This is an optimization exercise on Yosys and OpenROAD, whose aim is small area, a short achievable clock period and few clock cycles per item, not a production implementation.
The RTL was checked by simulation tests, not by an equivalence proof against the original design.
No activity file was given, so power comes from the tool's default toggle rates.

== build 91 ==
## ex_stage
module ex_stage (
    input  wire                                 clk,
    input  wire                                 rst_n_i,
    input  wire                                 in_valid_i,
    input  wire [4:0]                           in_op_i,
    input  wire [ex_pkg::XLEN-1:0]              in_pc_i,
    input  wire [ex_pkg::XLEN-1:0]              in_op1_i,
    input  wire [ex_pkg::XLEN-1:0]              in_op2_i,
    input  wire [ex_pkg::XLEN-1:0]              in_imm_i,
    input  wire [ex_pkg::REG_ADDR_W-1:0]        in_rd_i,
    input  wire                                 res_credit_i,
    output logic                                in_credit_o,
    output logic                                out_valid_o,
    output logic [ex_pkg::XLEN-1:0]             out_wdata_o,
    output logic [ex_pkg::REG_ADDR_W-1:0]       out_rd_o,
    output logic                                out_jump_o,
    output logic [ex_pkg::XLEN-1:0]             out_jump_addr_o
);
Size: about 290 flip-flops, roughly 410 I/O pins.
==> flow/config.mk <==
export PLATFORM = sky130hd
export DESIGN_NAME = ex_stage
export DESIGN_NICKNAME = ex_stage
export VERILOG_FILES = /design/flow/design.v
export SDC_FILE = /design/flow/constraint.sdc
export NUM_CORES = 4
export LEC_CHECK = 0
export CAP_MARGIN = 40
export CORE_MARGIN = 2
export CORE_UTILIZATION = 40
export SETUP_SLACK_MARGIN = 1.4
export SLEW_MARGIN = 20
==> flow/constraint.sdc <==
create_clock -name core_clock -period 6.5 [get_ports {clk}]
set_input_delay 1.3000 -clock core_clock [delete_from_list [all_inputs] [get_ports {clk}]]
set_output_delay 1.3000 -clock core_clock [all_outputs]
set_load 0.01 [all_outputs]
standard.sh (not shown) runs the stock make flow with config.mk's settings and CLKGATE_MAP_FILE= SYNTH_SCRIPT=/design/flow/synth_recipe.tcl, a recipe that flattens the netlist after the stock synthesis.
==> flow/flow/run.sh <==
#!/bin/bash
# The standard layout, except that the ports get plain buffers
# (sky130_fd_sc_hd__buf_2) instead of the delay cells buffer_ports picks by
# default. make's output goes to standard_flow.log; each ORFS step keeps its
# own log under orfs/logs/.
set -euo pipefail
bash standard.sh "BUFFER_PORTS_ARGS=-buffer_cell sky130_fd_sc_hd__buf_2" finish > standard_flow.log 2>&1
Build 91: full flow OK, the timing, design-rule and antenna checks passed
Testbench counts of build 91, summed over its fixed seeds: cycles 6,413, items 3,200.
--- input diff build 91..build 29 ---
Settings: a change of CAP_MARGIN from 40 to 20; a change of SLEW_MARGIN from 20 to 10.
==> run summary <==
Diff build 91 -> build 29: post-route total power decreased 1.9%; fraction of layout cells with a size suffix above 1 went down 1.3 points; area added between synthesis and finish shrank by 2.1 points; share of cell area taken by flip-flops and latches moved up; cell count now sits lower.
The final worst-path cycle share reported for build 29 is greater than that of build 91 by 0.93 points.
Power of the sequential group of build 29 is on par with build 91.
Changes in build 53 relative to build 29:
Settings: changing SETUP_SLACK_MARGIN from 1.4 to 1.0; changing SLEW_MARGIN from 10 to 20; changing CAP_MARGIN from 20 to 40.
[summary]
Compared with build 29, in build 53 area after synthesis ~0 delta; peak supply drop -9.4%; worst-path maximum fanout +1; wire length -2.9 mm. The lower final weighted congestion in routability-driven placement of build 29 and build 53 is in build 29. Build 29 → build 53: final routed DRC violation total barely changed, post-layout instance area dropped 1000 sq um, met3 track demand over resource in global routing climbed 0.65 points, clock insertion delay at the later pin of the skew report climbed 20 ps. Re count of input and output buffers: no difference whatsoever between build 53 and build 29. Diff build 29 and build 53: worst hold margin higher in build 29. Build 29 finished every stage and its layout cleared the timing, design-rule and antenna checks. Build 53 | stages: all done | timing, DRC, antenna: all pass.
Changes in build 11 relative to build 53:
Settings: SETUP_SLACK_MARGIN: 1.0 -> 1.2.
Results
Of the two values seen for destination of the critical timing path, u_divider.fix_q was produced by build 53 and res_tgt_q[31] by build 11. The average wire length per cell after detail routing in build 11 sits 0.37% above the value recorded for build 53. The number of non-filler instances in the completed layout on build 53 is in line with that on build 11. Compared build 11 vs build 53, and wire length of the first global-routing pass is up in build 11. Layout overhead on the synthesized area, build 53 and build 11, lower one = build 53. Number of distinct library cells after synthesis: build 11 vs build 53 identical. In the flow results for build 53 and build 11, the maximum frequency is smaller on build 53. Overall power ends up lower on build 53.

==> re-timing with driven ports <==
The flow's constraints put no driver on any port. The routed layouts listed below were extracted and timed again, unchanged, in two steps.
Step 1, drivers: a clkbuf_16 drives clk and a buf_2 each remaining input, both assumed.
Step 2 also shifts input and output timing later by t, the mid clock arrival at the registers, as if the neighbouring blocks saw the same clock.
Three values: no drivers, after step 1, after step 2; two values: the first two.
run	t, ns	setup slack, ns	clock arrival spread, ns
build 91	0.703	1.351 / 1.394 / 0.691	0.035 / 0.035
build 29	0.704	1.290 / 1.290 / 0.710	0.028 / 0.028
build 53	0.712	0.984 / 0.984 / 0.337	0.041 / 0.041
build 11	0.705	1.167 / 1.167 / 0.508	0.041 / 0.042
After both steps setup and hold are still met in every run listed. The setup slack of build 91, which loses most, moves by +0.043 ns with the drivers and by -0.660 ns with both steps.
